From an optimization exercise on the open Yosys and OpenROAD flow, aimed at small area, a short achievable clock period and few clock cycles per item; shortcuts taken in it are not production practice. The RTL was checked by simulation tests, not by an equivalence proof against the original design.

==> build 14: inputs <==
==> flow/design.v (excerpt) <==
module sliding_window_rate_limiter_top #(
  parameter int unsigned SLOT_COUNT  = 60,
  parameter int unsigned COUNT_WIDTH = 32
) (
  input  logic                                clk_i,
  input  logic                                rst_ni,
  input  logic                                cfg_we_i,
  input  logic [swrl_pkg::CFG_IDX_W-1:0]      cfg_addr_i,
  input  logic [swrl_pkg::CFG_DATA_W-1:0]     cfg_wdata_i,
  input  logic                                s_axis_tvalid,
  output logic                                s_axis_tready,
  input  logic [swrl_pkg::IN_DATA_W-1:0]      s_axis_tdata,    
  input  logic                                s_axis_tuser,    
  output logic                                m_axis_tvalid,
  input  logic                                m_axis_tready,
  output logic [swrl_pkg::OUT_DATA_W-1:0]     m_axis_tdata
);
  localparam int N  = 60;    
  localparam int G  = 5;     
  localparam int K  = 12;    
  localparam int W  = 32;    
  localparam int MW = 40;    
  function automatic logic [5:0] madd(input logic [5:0] a, input logic [5:0] b);
    logic [6:0] s;
    s = {1'b0, a} + {1'b0, b};
    madd = (s >= 7'd60) ? 6'(s - 7'd60) : s[5:0];
  endfunction
  function automatic logic [5:0] msub(input logic [5:0] a, input logic [5:0] b);
    logic [6:0] s;
    s = {1'b0, a} + 7'd60 - {1'b0, b};
    msub = (s >= 7'd60) ? 6'(s - 7'd60) : s[5:0];
  endfunction
  function automatic logic [5:0] minc(input logic [5:0] a);
    minc = (a == 6'd59) ? 6'd0 : a + 6'd1;
  endfunction
  function automatic logic [5:0] minc2(input logic [5:0] a);
    minc2 = (a >= 6'd58) ? a - 6'd58 : a + 6'd2;
  endfunction
  function automatic logic [2*MW-1:0] csa(input logic [MW-1:0] a, input logic [MW-1:0] b,
                                          input logic [MW-1:0] c);
    logic [MW-1:0] s, cy;
    s  = a ^ b ^ c;
    cy = (a & b) | (a & c) | (b & c);
    csa = {cy[MW-2:0], 1'b0, s};
  endfunction
  function automatic logic [MW-1:0] add3(input logic [MW-1:0] a, input logic [MW-1:0] b,
                                         input logic [MW-1:0] c, input logic [1:0] cin);
    logic [MW-1:0] s, cy;
    s  = a ^ b ^ c;
    cy = (a & b) | (a & c) | (b & c);
    add3 = s + {cy[MW-2:0], cin[1]} + MW'(cin[0]);
  endfunction
  ...
Settings: LEC_CHECK=0, ABC_CLOCK_PERIOD_IN_PS=3000, CAP_MARGIN=20, CORE_MARGIN=2, CORE_UTILIZATION=45, SETUP_SLACK_MARGIN=2.5, SLEW_MARGIN=20; clock period 7.0 ns.
run.sh (not shown) runs the stock make flow with config.mk's settings and CLKGATE_MAP_FILE= SYNTH_SCRIPT=/design/flow/synth_recipe.tcl, a recipe that flattens the netlist after the stock synthesis.
==> inputs of trial 86, as changes to build 14 <==
--- a/flow/design.v
+++ b/flow/design.v
@@ -210,18 +210,16 @@
   logic [5:0]  irm_q, mcm_q;        
   logic        irs_q, irp_q;        
   logic        o0v_q, o1v_q;
   logic [2:0]  o0d_q, o1d_q;
   logic [5:0]  pmc_q;               
   logic [5:0]  pmc1_q, pmc2_q;      
   logic [1:0][5:0] pL_q, pL1_q, pL2_q;    
   logic [1:0][6:0] uu_q;            
-  logic [1:0]      rgv_q;
-  logic [1:0][5:0] prl_q, srl_q;
   logic        cv_q, mv_q, m1v_q, dcv_q, cf_q;
   logic [1:0]  xw_q;                
   logic [1:0]  e1v_q, e2v_q, l1v_q, l2v_q, l3v_q, clr_q;
   logic [1:0][5:0] zr_q;            
   logic [1:0][W-1:0]  c_q, e1_q, e2_q, l1_q, l2_q, l3_q, dc_q;
   logic [1:0][MW-1:0] mg_q, mg1_q, acs_q, acc_q;
   logic [1:0][5:0]    nz_q, nz1_q, nza_q;
   logic [1:0]             wbp_q;
@@ -311,18 +309,17 @@
             rv_q[l][p] <= ins_v[l];
           else
             rv_q[l][p] <= rv_q[l][(p + N - 1) % N] & ~clr[l][(p + N - 1) % N];
         end
       end
     end
   end
   logic       is_same, is_p1, wb_any, wb_none, p1_rdy, out_ok, sw_busy;
-  logic       go_same, act_p1, consume, chk, sc, sweep_start, jump, zs;
-  logic [1:0] zwl;
+  logic       go_same, act_p1, consume, chk, sc, sweep_start, jump;
   logic       kt, kbany;           
   logic [1:0] kb;
   logic [1:0] l1ok, l2ok, l3ok;
   always_comb begin
     sw_busy  = (sw_q != SW_IDLE);
     is_same  = cv_q & mv_q & irs_q;
     is_p1    = cv_q & mv_q & irp_q;
     wb_any   = |wbfree;
@@ -335,23 +332,20 @@
     p1_rdy   = (&e1v_q) & (&l1ok) & m1v_q & wb_any;
     out_ok   = ir_c_q | ~o1v_q;
     go_same  = ir_v_q & irs_q & srdy_q & out_ok & (~ir_c_q | dcv_q);
     act_p1   = ir_v_q & irp_q & prdy_q & out_ok;
     consume  = go_same | (act_p1 & ~ir_c_q);
     chk      = consume & ~ir_c_q;
     sc       = go_same & ir_c_q;
     kt       = kt_q;
-    kb       = {2{kbany_q}} & en;
+    kb       = kb_q;
     kbany    = kbany_q;
     jump     = ir_v_q & ~sw_busy & ~is_same & ~is_p1 & (~cv_q | ~wbp_q[0] | ~wbp_q[1]);
-    for (int l = 0; l < 2; l++)
-      zwl[l] = ~rgv_q[l] | ~((msub(pir_q, prl_q[l]) < sp_q[l]) | (msub(pir_q, prl_q[l]) > 6'd60 - srl_q[l]));
-    zs          = jump & (&zwl);
-    sweep_start = jump & ~(&zwl);
+    sweep_start = jump;
   end
   assign s_axis_tready = ~ir_v_q | consume;
   logic [5:0] in_m;
   assign in_m = (s_axis_tdata[5:0] >= 6'd60) ? s_axis_tdata[5:0] - 6'd60 : s_axis_tdata[5:0];
   always_ff @(posedge clk_i or negedge rst_ni) begin
     if (!rst_ni) ir_v_q <= 1'b0;
     else if (s_axis_tready) ir_v_q <= s_axis_tvalid;
   end
@@ -473,16 +467,17 @@
       l_l3[l]  = lwh[l][2];
     end
   end
   logic [1:0]          pass;
   logic [1:0][MW-1:0]  mgsel, mg_sc, mg1_nx, mg_fin, opa, opb, opc;
   logic [1:0][1:0][MW-1:0] xval;       
   logic [1:0][1:0]     xuse, xin_q, xuse_q;    
   logic [1:0][5:0]     nz_fin;
+  logic [1:0][MW-1:0]  xs_q;           
   logic [1:0][1:0]     opi;
   logic [1:0][K-1:0]   pb;
   logic [1:0][5:0]     nzsel, nz_sc, nz1_a, nz1_b, nz1_t;
   logic [1:0][W-1:0]   lx1, xt, c_sc, dsrc;
   logic [1:0]          inc, nze1, nze1c, nze2, nzlx1, nzxt;
   logic [1:0][MW-1:0]  tr_s, tr_c;
   logic [1:0][5:0]     tr_nz;
   logic [1:0][13:0][MW-1:0] o;
@@ -558,33 +553,33 @@
       f0[l] = csa(e0[l][MW-1:0], e0[l][2*MW-1:MW], o[l][13]);
       tr_s[l]  = f0[l][MW-1:0];
       tr_c[l]  = f0[l][2*MW-1:MW];
       tr_nz[l] = nza_q[l] + 6'(pc[l]);
       for (int i = 0; i < 2; i++) begin
         xuse[i][l] = xuse_q[i][l];
         xval[i][l] = xuse[i][l] ? MW'(wbval_q[i][l]) : '0;
       end
-      mg_fin[l] = ~add4(acs_q[l], acc_q[l], xval[0][l], xval[1][l]);
+      mg_fin[l] = ~add3(acs_q[l], acc_q[l], xs_q[l], 2'b00);
       nz_fin[l] = nza_q[l] + 6'(xuse[0][l] & (|wbval_q[0][l])) + 6'(xuse[1][l] & (|wbval_q[1][l]));
     end
   end
   always_comb begin
     sw_run_n = (sw_n == SW_RUN);
     for (int k = 0; k < K; k++) begin
       if (sw_run_n)
         xexn[k] = (xw_n[0] & (pwb_n[0] == 6'(k * G))) | (xw_n[1] & (pwb_n[1] == 6'(k * G)));
       else
         xexn[k] = (cv_n & (pmc_n == 6'(k * G))) |
                   (wbp_n[0] & (pwb_n[0] == 6'(k * G))) | (wbp_n[1] & (pwb_n[1] == 6'(k * G)));
     end
     for (int l = 0; l < 2; l++) begin
-      uT[l] = {1'b0, pir_nx} + 7'd60 - {1'b0, sp_q[l]};
       for (int k = 0; k < K; k++)
-        winT[l][k] = (6'(k * G) <= pir_nx) ? (7'(k * G + N) > uT[l]) : (7'(k * G) > uT[l]);
+        winT[l][k] = (6'(k * G) <= pir_nx) ? ({1'b0, pir_nx} < 7'(k * G) + {1'b0, sp_q[l]})
+                                           : ({1'b0, pir_nx} + 7'd60 < 7'(k * G) + {1'b0, sp_q[l]});
     end
   end
   always_ff @(posedge clk_i) begin
     for (int l = 0; l < 2; l++) tm_q[l] <= winT[l] & ~xexn;
     for (int l = 0; l < 2; l++)
       for (int k = 0; k < K; k++)
         tok_q[l][k] <= rv_q[l][(k * G + N - 1) % N] & ~clr[l][(k * G + N - 1) % N] &
                        ~(sc & en[l] & ~keep[l][(k * G + N - 1) % N]);
@@ -612,16 +607,17 @@
   logic [1:0][5:0] zr_n;
   logic [1:0] clr_n;
   logic [1:0] wbp_n;
   logic [1:0] sw_n;
   logic [2:0] cnt_n;
   logic [1:0] l1ok_n, wbhit_n, wbins_n, wbfree_n;
   logic       wb_any_n, sw_busy_n;
   logic       prdy_q, srdy_q, kt_q, kbany_q;
+  logic [1:0] kb_q;
   always_comb begin
     pmc_n = pmc_q;
     mcm_n = mcm_q;
     pwb_n = pwb_q;
     cv_n = cv_q;
     mv_n = mv_q;
     m1v_n = m1v_q;
     dcv_n = dcv_q;
@@ -710,24 +706,16 @@
                 pwb_n[0] = pmc1_q;
               end else begin
                 wbp_n[1] = 1'b1;
                 pwb_n[1] = pmc1_q;
               end
             end
             sw_n  = SW_RUN;
             cnt_n = 3'd1;
-            if (zs) begin
-              cf_n  = 1'b1;
-              l1v_n = '1;
-              l2v_n = '1;
-              l3v_n = '1;
-              xw_n  = '0;
-              sw_n  = SW_FIN;
-            end
           end
         end
         SW_RUN: begin
           cnt_n = cnt_q + 3'd1;
           if (cnt_q == 3'(G - 1)) sw_n = SW_FIN;
         end
         default: begin
           if (cf_q || a_c) begin
@@ -771,16 +759,17 @@
       cnt_q <= '0;
       prdy_q <= 1'b0;
       srdy_q <= 1'b0;
       kt_q    <= 1'b0;
       wbins_q <= '0;
       ins_q   <= '0;
       wbw_q   <= '0;
       kbany_q <= 1'b0;
+      kb_q    <= '0;
       pL_q   <= '0;
       pL1_q  <= '0;
       pL2_q  <= '0;
       uu_q   <= '0;
     end else begin
       pmc_q <= pmc_n;
       if (jump) begin
         pmc1_q <= madd(pir_q, 6'd2);
@@ -830,41 +819,26 @@
       srdy_q <= ~sw_busy_n & cv_n & mv_n;
       kt_q    <= irv_n & irp_n & m1v_n;
       wbins_q <= wbins_n;
       for (int k = 0; k < K; k++)
         ins_q[k] <= (wbins_n[0] & (pwb_n[0] == 6'(k * G))) | (wbins_n[1] & (pwb_n[1] == 6'(k * G)));
       for (int i = 0; i < 2; i++)
         for (int l = 0; l < 2; l++) wbw_q[i][l] <= (msub(pmc_n, pwb_n[i]) < sp_q[l]);
       kbany_q <= irv_n & irs_n & irc_n;
-    end
-  end
-  always_ff @(posedge clk_i or negedge rst_ni) begin
-    if (!rst_ni) begin
-      rgv_q <= '0;
-      prl_q <= '0;
-      srl_q <= '0;
-    end else begin
-      for (int l = 0; l < 2; l++) begin
-        if (sc && en[l]) begin
-          rgv_q[l] <= 1'b1;
-          prl_q[l] <= pmc1_q;
-          srl_q[l] <= sp_q[l];
-        end else begin
-          prl_q[l] <= minc(prl_q[l]);
-        end
-      end
+      kb_q    <= {2{irv_n & irs_n & irc_n}} & en;
     end
   end
   always_ff @(posedge clk_i) begin
     for (int i = 0; i < 2; i++)
       for (int l = 0; l < 2; l++) begin
         xin_q[i][l]  <= (msub(pmc_q, pwb_q[i]) < sp_q[l]);
         xuse_q[i][l] <= xw_q[i] & xin_q[i][l] & wbv_q[i][l];
       end
+    for (int l = 0; l < 2; l++) xs_q[l] <= xval[0][l] + xval[1][l];
   end
   always_ff @(posedge clk_i) begin
     for (int i = 0; i < 2; i++) wbv_q[i] <= wbv_eff[i];
     if ((act_p1 && wbfree[0]) || (jump && cv_q && !wbp_q[0])) begin
       wbval_q[0] <= c_q;
       wbv_q[0]   <= '1;
     end else if (act_p1 || (jump && cv_q)) begin
       wbval_q[1] <= c_q;
@@ -900,22 +874,16 @@
         e1_q[l]  <= e2_q[l];
         l1_q[l]  <= s2_q[l] ? c_q[l] : l2_q[l];
         l2_q[l]  <= s3_q[l] ? c_q[l] : l3_q[l];
         if (zr_q[l] >= 6'd3) e2_q[l] <= '0;
       end
       case (sw_q)
         SW_IDLE: begin
           acs_q[l] <= sweep_start ? tr_s[l] : ~(MW'(lim_q[l][31:0]));
-          if (zs) begin
-            c_q[l]  <= '0;
-            l1_q[l] <= '0;
-            l2_q[l] <= '0;
-            l3_q[l] <= '0;
-          end
           acc_q[l] <= sweep_start ? tr_c[l] : MW'(step_q[l]);
           nza_q[l] <= sweep_start ? tr_nz[l] : '0;
         end
         SW_RUN: begin
           acs_q[l] <= tr_s[l];
           acc_q[l] <= tr_c[l];
           nza_q[l] <= tr_nz[l];
         end
==> inputs of trial 92, as changes to build 14 <==
--- a/flow/design.v
+++ b/flow/design.v
@@ -210,18 +210,16 @@
   logic [5:0]  irm_q, mcm_q;        
   logic        irs_q, irp_q;        
   logic        o0v_q, o1v_q;
   logic [2:0]  o0d_q, o1d_q;
   logic [5:0]  pmc_q;               
   logic [5:0]  pmc1_q, pmc2_q;      
   logic [1:0][5:0] pL_q, pL1_q, pL2_q;    
   logic [1:0][6:0] uu_q;            
-  logic [1:0]      rgv_q;
-  logic [1:0][5:0] prl_q, srl_q;
   logic        cv_q, mv_q, m1v_q, dcv_q, cf_q;
   logic [1:0]  xw_q;                
   logic [1:0]  e1v_q, e2v_q, l1v_q, l2v_q, l3v_q, clr_q;
   logic [1:0][5:0] zr_q;            
   logic [1:0][W-1:0]  c_q, e1_q, e2_q, l1_q, l2_q, l3_q, dc_q;
   logic [1:0][MW-1:0] mg_q, mg1_q, acs_q, acc_q;
   logic [1:0][5:0]    nz_q, nz1_q, nza_q;
   logic [1:0]             wbp_q;
@@ -311,18 +309,17 @@
             rv_q[l][p] <= ins_v[l];
           else
             rv_q[l][p] <= rv_q[l][(p + N - 1) % N] & ~clr[l][(p + N - 1) % N];
         end
       end
     end
   end
   logic       is_same, is_p1, wb_any, wb_none, p1_rdy, out_ok, sw_busy;
-  logic       go_same, act_p1, consume, chk, sc, sweep_start, jump, zs;
-  logic [1:0] zwl;
+  logic       go_same, act_p1, consume, chk, sc, sweep_start, jump;
   logic       kt, kbany;           
   logic [1:0] kb;
   logic [1:0] l1ok, l2ok, l3ok;
   always_comb begin
     sw_busy  = (sw_q != SW_IDLE);
     is_same  = cv_q & mv_q & irs_q;
     is_p1    = cv_q & mv_q & irp_q;
     wb_any   = |wbfree;
@@ -335,23 +332,20 @@
     p1_rdy   = (&e1v_q) & (&l1ok) & m1v_q & wb_any;
     out_ok   = ir_c_q | ~o1v_q;
     go_same  = ir_v_q & irs_q & srdy_q & out_ok & (~ir_c_q | dcv_q);
     act_p1   = ir_v_q & irp_q & prdy_q & out_ok;
     consume  = go_same | (act_p1 & ~ir_c_q);
     chk      = consume & ~ir_c_q;
     sc       = go_same & ir_c_q;
     kt       = kt_q;
-    kb       = {2{kbany_q}} & en;
+    kb       = kb_q;
     kbany    = kbany_q;
     jump     = ir_v_q & ~sw_busy & ~is_same & ~is_p1 & (~cv_q | ~wbp_q[0] | ~wbp_q[1]);
-    for (int l = 0; l < 2; l++)
-      zwl[l] = ~rgv_q[l] | ~((msub(pir_q, prl_q[l]) < sp_q[l]) | (msub(pir_q, prl_q[l]) > 6'd60 - srl_q[l]));
-    zs          = jump & (&zwl);
-    sweep_start = jump & ~(&zwl);
+    sweep_start = jump;
   end
   assign s_axis_tready = ~ir_v_q | consume;
   logic [5:0] in_m;
   assign in_m = (s_axis_tdata[5:0] >= 6'd60) ? s_axis_tdata[5:0] - 6'd60 : s_axis_tdata[5:0];
   always_ff @(posedge clk_i or negedge rst_ni) begin
     if (!rst_ni) ir_v_q <= 1'b0;
     else if (s_axis_tready) ir_v_q <= s_axis_tvalid;
   end
@@ -473,16 +467,17 @@
       l_l3[l]  = lwh[l][2];
     end
   end
   logic [1:0]          pass;
   logic [1:0][MW-1:0]  mgsel, mg_sc, mg1_nx, mg_fin, opa, opb, opc;
   logic [1:0][1:0][MW-1:0] xval;       
   logic [1:0][1:0]     xuse, xin_q, xuse_q;    
   logic [1:0][5:0]     nz_fin;
+  logic [1:0][MW-1:0]  xs_q;           
   logic [1:0][1:0]     opi;
   logic [1:0][K-1:0]   pb;
   logic [1:0][5:0]     nzsel, nz_sc, nz1_a, nz1_b, nz1_t;
   logic [1:0][W-1:0]   lx1, xt, c_sc, dsrc;
   logic [1:0]          inc, nze1, nze1c, nze2, nzlx1, nzxt;
   logic [1:0][MW-1:0]  tr_s, tr_c;
   logic [1:0][5:0]     tr_nz;
   logic [1:0][13:0][MW-1:0] o;
@@ -558,33 +553,33 @@
       f0[l] = csa(e0[l][MW-1:0], e0[l][2*MW-1:MW], o[l][13]);
       tr_s[l]  = f0[l][MW-1:0];
       tr_c[l]  = f0[l][2*MW-1:MW];
       tr_nz[l] = nza_q[l] + 6'(pc[l]);
       for (int i = 0; i < 2; i++) begin
         xuse[i][l] = xuse_q[i][l];
         xval[i][l] = xuse[i][l] ? MW'(wbval_q[i][l]) : '0;
       end
-      mg_fin[l] = ~add4(acs_q[l], acc_q[l], xval[0][l], xval[1][l]);
+      mg_fin[l] = ~add3(acs_q[l], acc_q[l], xs_q[l], 2'b00);
       nz_fin[l] = nza_q[l] + 6'(xuse[0][l] & (|wbval_q[0][l])) + 6'(xuse[1][l] & (|wbval_q[1][l]));
     end
   end
   always_comb begin
     sw_run_n = (sw_n == SW_RUN);
     for (int k = 0; k < K; k++) begin
       if (sw_run_n)
         xexn[k] = (xw_n[0] & (pwb_n[0] == 6'(k * G))) | (xw_n[1] & (pwb_n[1] == 6'(k * G)));
       else
         xexn[k] = (cv_n & (pmc_n == 6'(k * G))) |
                   (wbp_n[0] & (pwb_n[0] == 6'(k * G))) | (wbp_n[1] & (pwb_n[1] == 6'(k * G)));
     end
     for (int l = 0; l < 2; l++) begin
-      uT[l] = {1'b0, pir_nx} + 7'd60 - {1'b0, sp_q[l]};
       for (int k = 0; k < K; k++)
-        winT[l][k] = (6'(k * G) <= pir_nx) ? (7'(k * G + N) > uT[l]) : (7'(k * G) > uT[l]);
+        winT[l][k] = (6'(k * G) <= pir_nx) ? ({1'b0, pir_nx} < 7'(k * G) + {1'b0, sp_q[l]})
+                                           : ({1'b0, pir_nx} + 7'd60 < 7'(k * G) + {1'b0, sp_q[l]});
     end
   end
   always_ff @(posedge clk_i) begin
     for (int l = 0; l < 2; l++) tm_q[l] <= winT[l] & ~xexn;
     for (int l = 0; l < 2; l++)
       for (int k = 0; k < K; k++)
         tok_q[l][k] <= rv_q[l][(k * G + N - 1) % N] & ~clr[l][(k * G + N - 1) % N] &
                        ~(sc & en[l] & ~keep[l][(k * G + N - 1) % N]);
@@ -612,16 +607,17 @@
   logic [1:0][5:0] zr_n;
   logic [1:0] clr_n;
   logic [1:0] wbp_n;
   logic [1:0] sw_n;
   logic [2:0] cnt_n;
   logic [1:0] l1ok_n, wbhit_n, wbins_n, wbfree_n;
   logic       wb_any_n, sw_busy_n;
   logic       prdy_q, srdy_q, kt_q, kbany_q;
+  logic [1:0] kb_q;
   always_comb begin
     pmc_n = pmc_q;
     mcm_n = mcm_q;
     pwb_n = pwb_q;
     cv_n = cv_q;
     mv_n = mv_q;
     m1v_n = m1v_q;
     dcv_n = dcv_q;
@@ -710,24 +706,16 @@
                 pwb_n[0] = pmc1_q;
               end else begin
                 wbp_n[1] = 1'b1;
                 pwb_n[1] = pmc1_q;
               end
             end
             sw_n  = SW_RUN;
             cnt_n = 3'd1;
-            if (zs) begin
-              cf_n  = 1'b1;
-              l1v_n = '1;
-              l2v_n = '1;
-              l3v_n = '1;
-              xw_n  = '0;
-              sw_n  = SW_FIN;
-            end
           end
         end
         SW_RUN: begin
           cnt_n = cnt_q + 3'd1;
           if (cnt_q == 3'(G - 1)) sw_n = SW_FIN;
         end
         default: begin
           if (cf_q || a_c) begin
@@ -771,16 +759,17 @@
       cnt_q <= '0;
       prdy_q <= 1'b0;
       srdy_q <= 1'b0;
       kt_q    <= 1'b0;
       wbins_q <= '0;
       ins_q   <= '0;
       wbw_q   <= '0;
       kbany_q <= 1'b0;
+      kb_q    <= '0;
       pL_q   <= '0;
       pL1_q  <= '0;
       pL2_q  <= '0;
       uu_q   <= '0;
     end else begin
       pmc_q <= pmc_n;
       if (jump) begin
         pmc1_q <= madd(pir_q, 6'd2);
@@ -830,41 +819,26 @@
       srdy_q <= ~sw_busy_n & cv_n & mv_n;
       kt_q    <= irv_n & irp_n & m1v_n;
       wbins_q <= wbins_n;
       for (int k = 0; k < K; k++)
         ins_q[k] <= (wbins_n[0] & (pwb_n[0] == 6'(k * G))) | (wbins_n[1] & (pwb_n[1] == 6'(k * G)));
       for (int i = 0; i < 2; i++)
         for (int l = 0; l < 2; l++) wbw_q[i][l] <= (msub(pmc_n, pwb_n[i]) < sp_q[l]);
       kbany_q <= irv_n & irs_n & irc_n;
-    end
-  end
-  always_ff @(posedge clk_i or negedge rst_ni) begin
-    if (!rst_ni) begin
-      rgv_q <= '0;
-      prl_q <= '0;
-      srl_q <= '0;
-    end else begin
-      for (int l = 0; l < 2; l++) begin
-        if (sc && en[l]) begin
-          rgv_q[l] <= 1'b1;
-          prl_q[l] <= pmc1_q;
-          srl_q[l] <= sp_q[l];
-        end else begin
-          prl_q[l] <= minc(prl_q[l]);
-        end
-      end
+      kb_q    <= {2{irv_n & irs_n & irc_n}} & en;
     end
   end
   always_ff @(posedge clk_i) begin
     for (int i = 0; i < 2; i++)
       for (int l = 0; l < 2; l++) begin
         xin_q[i][l]  <= (msub(pmc_q, pwb_q[i]) < sp_q[l]);
         xuse_q[i][l] <= xw_q[i] & xin_q[i][l] & wbv_q[i][l];
       end
+    for (int l = 0; l < 2; l++) xs_q[l] <= xval[0][l] + xval[1][l];
   end
   always_ff @(posedge clk_i) begin
     for (int i = 0; i < 2; i++) wbv_q[i] <= wbv_eff[i];
     if ((act_p1 && wbfree[0]) || (jump && cv_q && !wbp_q[0])) begin
       wbval_q[0] <= c_q;
       wbv_q[0]   <= '1;
     end else if (act_p1 || (jump && cv_q)) begin
       wbval_q[1] <= c_q;
@@ -900,22 +874,16 @@
         e1_q[l]  <= e2_q[l];
         l1_q[l]  <= s2_q[l] ? c_q[l] : l2_q[l];
         l2_q[l]  <= s3_q[l] ? c_q[l] : l3_q[l];
         if (zr_q[l] >= 6'd3) e2_q[l] <= '0;
       end
       case (sw_q)
         SW_IDLE: begin
           acs_q[l] <= sweep_start ? tr_s[l] : ~(MW'(lim_q[l][31:0]));
-          if (zs) begin
-            c_q[l]  <= '0;
-            l1_q[l] <= '0;
-            l2_q[l] <= '0;
-            l3_q[l] <= '0;
-          end
           acc_q[l] <= sweep_start ? tr_c[l] : MW'(step_q[l]);
           nza_q[l] <= sweep_start ? tr_nz[l] : '0;
         end
         SW_RUN: begin
           acs_q[l] <= tr_s[l];
           acc_q[l] <= tr_c[l];
           nza_q[l] <= tr_nz[l];
         end
- CORE_UTILIZATION: 45 -> 50
==> comparison table <==
quantity                                                                        trial 92                         build 14                 trial 86
Storage cell area                                                           118000 sq um                     115000 sq um             118000 sq um
DP Worst Slack                                                                    355 ps                           284 ps                   381 ps
Post-DR wirelength/cell                                                     33.6 microns                     32.1 microns             32.8 microns
Endpoint arrival time on the critical path                                       6010 ps                          6080 ps                  5980 ps
Number of flip-flops and latches                                                    5387                             5345                     5387
Outcome                                                          complete, no violations          complete, no violations  complete, no violations
Largest cell class by area                                        flip-flops and latches  multi-input combinational cells   flip-flops and latches
Final-stage net count                                                              24.8k                            24.6k                    24.8k
Worst-case register-to-register setup slack                                      1840 ps                          1720 ps                  1880 ps
Layout non-clock buf frac                                                          4.77%                            5.33%                    4.88%
Number of placed cells counting well taps                                          27.8k                            28.3k                    28.5k
Placed cell area                                                            245000 sq um                     242000 sq um             246000 sq um
Worst Hold Class                                                                 reg2reg                          reg2reg                 in2async
Global-route track usage on met2                                                   55.1%                            49.9%                    50.3%
Minimum setup slack in the final design                                          1840 ps                          1720 ps                  1880 ps
Last weighted congestion value of the routability-driven placer                     1.02                             1.06                     1.01
Testbench counts of build 14, summed over its fixed seeds: cycles 10,602, items 8,226.
Testbench counts of trial 86, summed over its fixed seeds: cycles 10,701, items 8,226.
Testbench counts of trial 92, summed over its fixed seeds: cycles 10,701, items 8,226.

## port drivers added, routing unchanged
No port has a modelled driver above. Below, the same layouts with a new extraction and two added sets of constraints. Step 1, drivers: a clkbuf_16 drives clk_i and a buf_2 each remaining input, both assumed. Step 2 adds t to the input delays and takes it off the output delays; t is the mean of the earliest and latest rising clock arrival at the registers after step 1. Input paths then give back, and output paths get back, about the clock's delay inside the block. a / b / c = no drivers / after step 1 / after step 2; a / b = the first two.
run | shift t [ns] | setup slack, ns | worst setup path after step 2 | clock arrival spread, ns | worst slew at a driven data input, ns
build 14 | 1.188 | 1.723 / 1.723 / 0.752 | input to register | 0.107 / 0.107 | 0.23
trial 86 | 1.232 | 1.879 / 1.879 / 1.343 | input to register | 0.075 / 0.075 | 0.30
trial 92 | 1.215 | 1.842 / 1.842 / 1.237 | input to register | 0.090 / 0.091 | 0.29
After both steps every run listed still meets setup and hold. For build 14, which loses most, drivers alone change the setup slack by 0.000 ns; drivers and shift together by -0.971 ns.
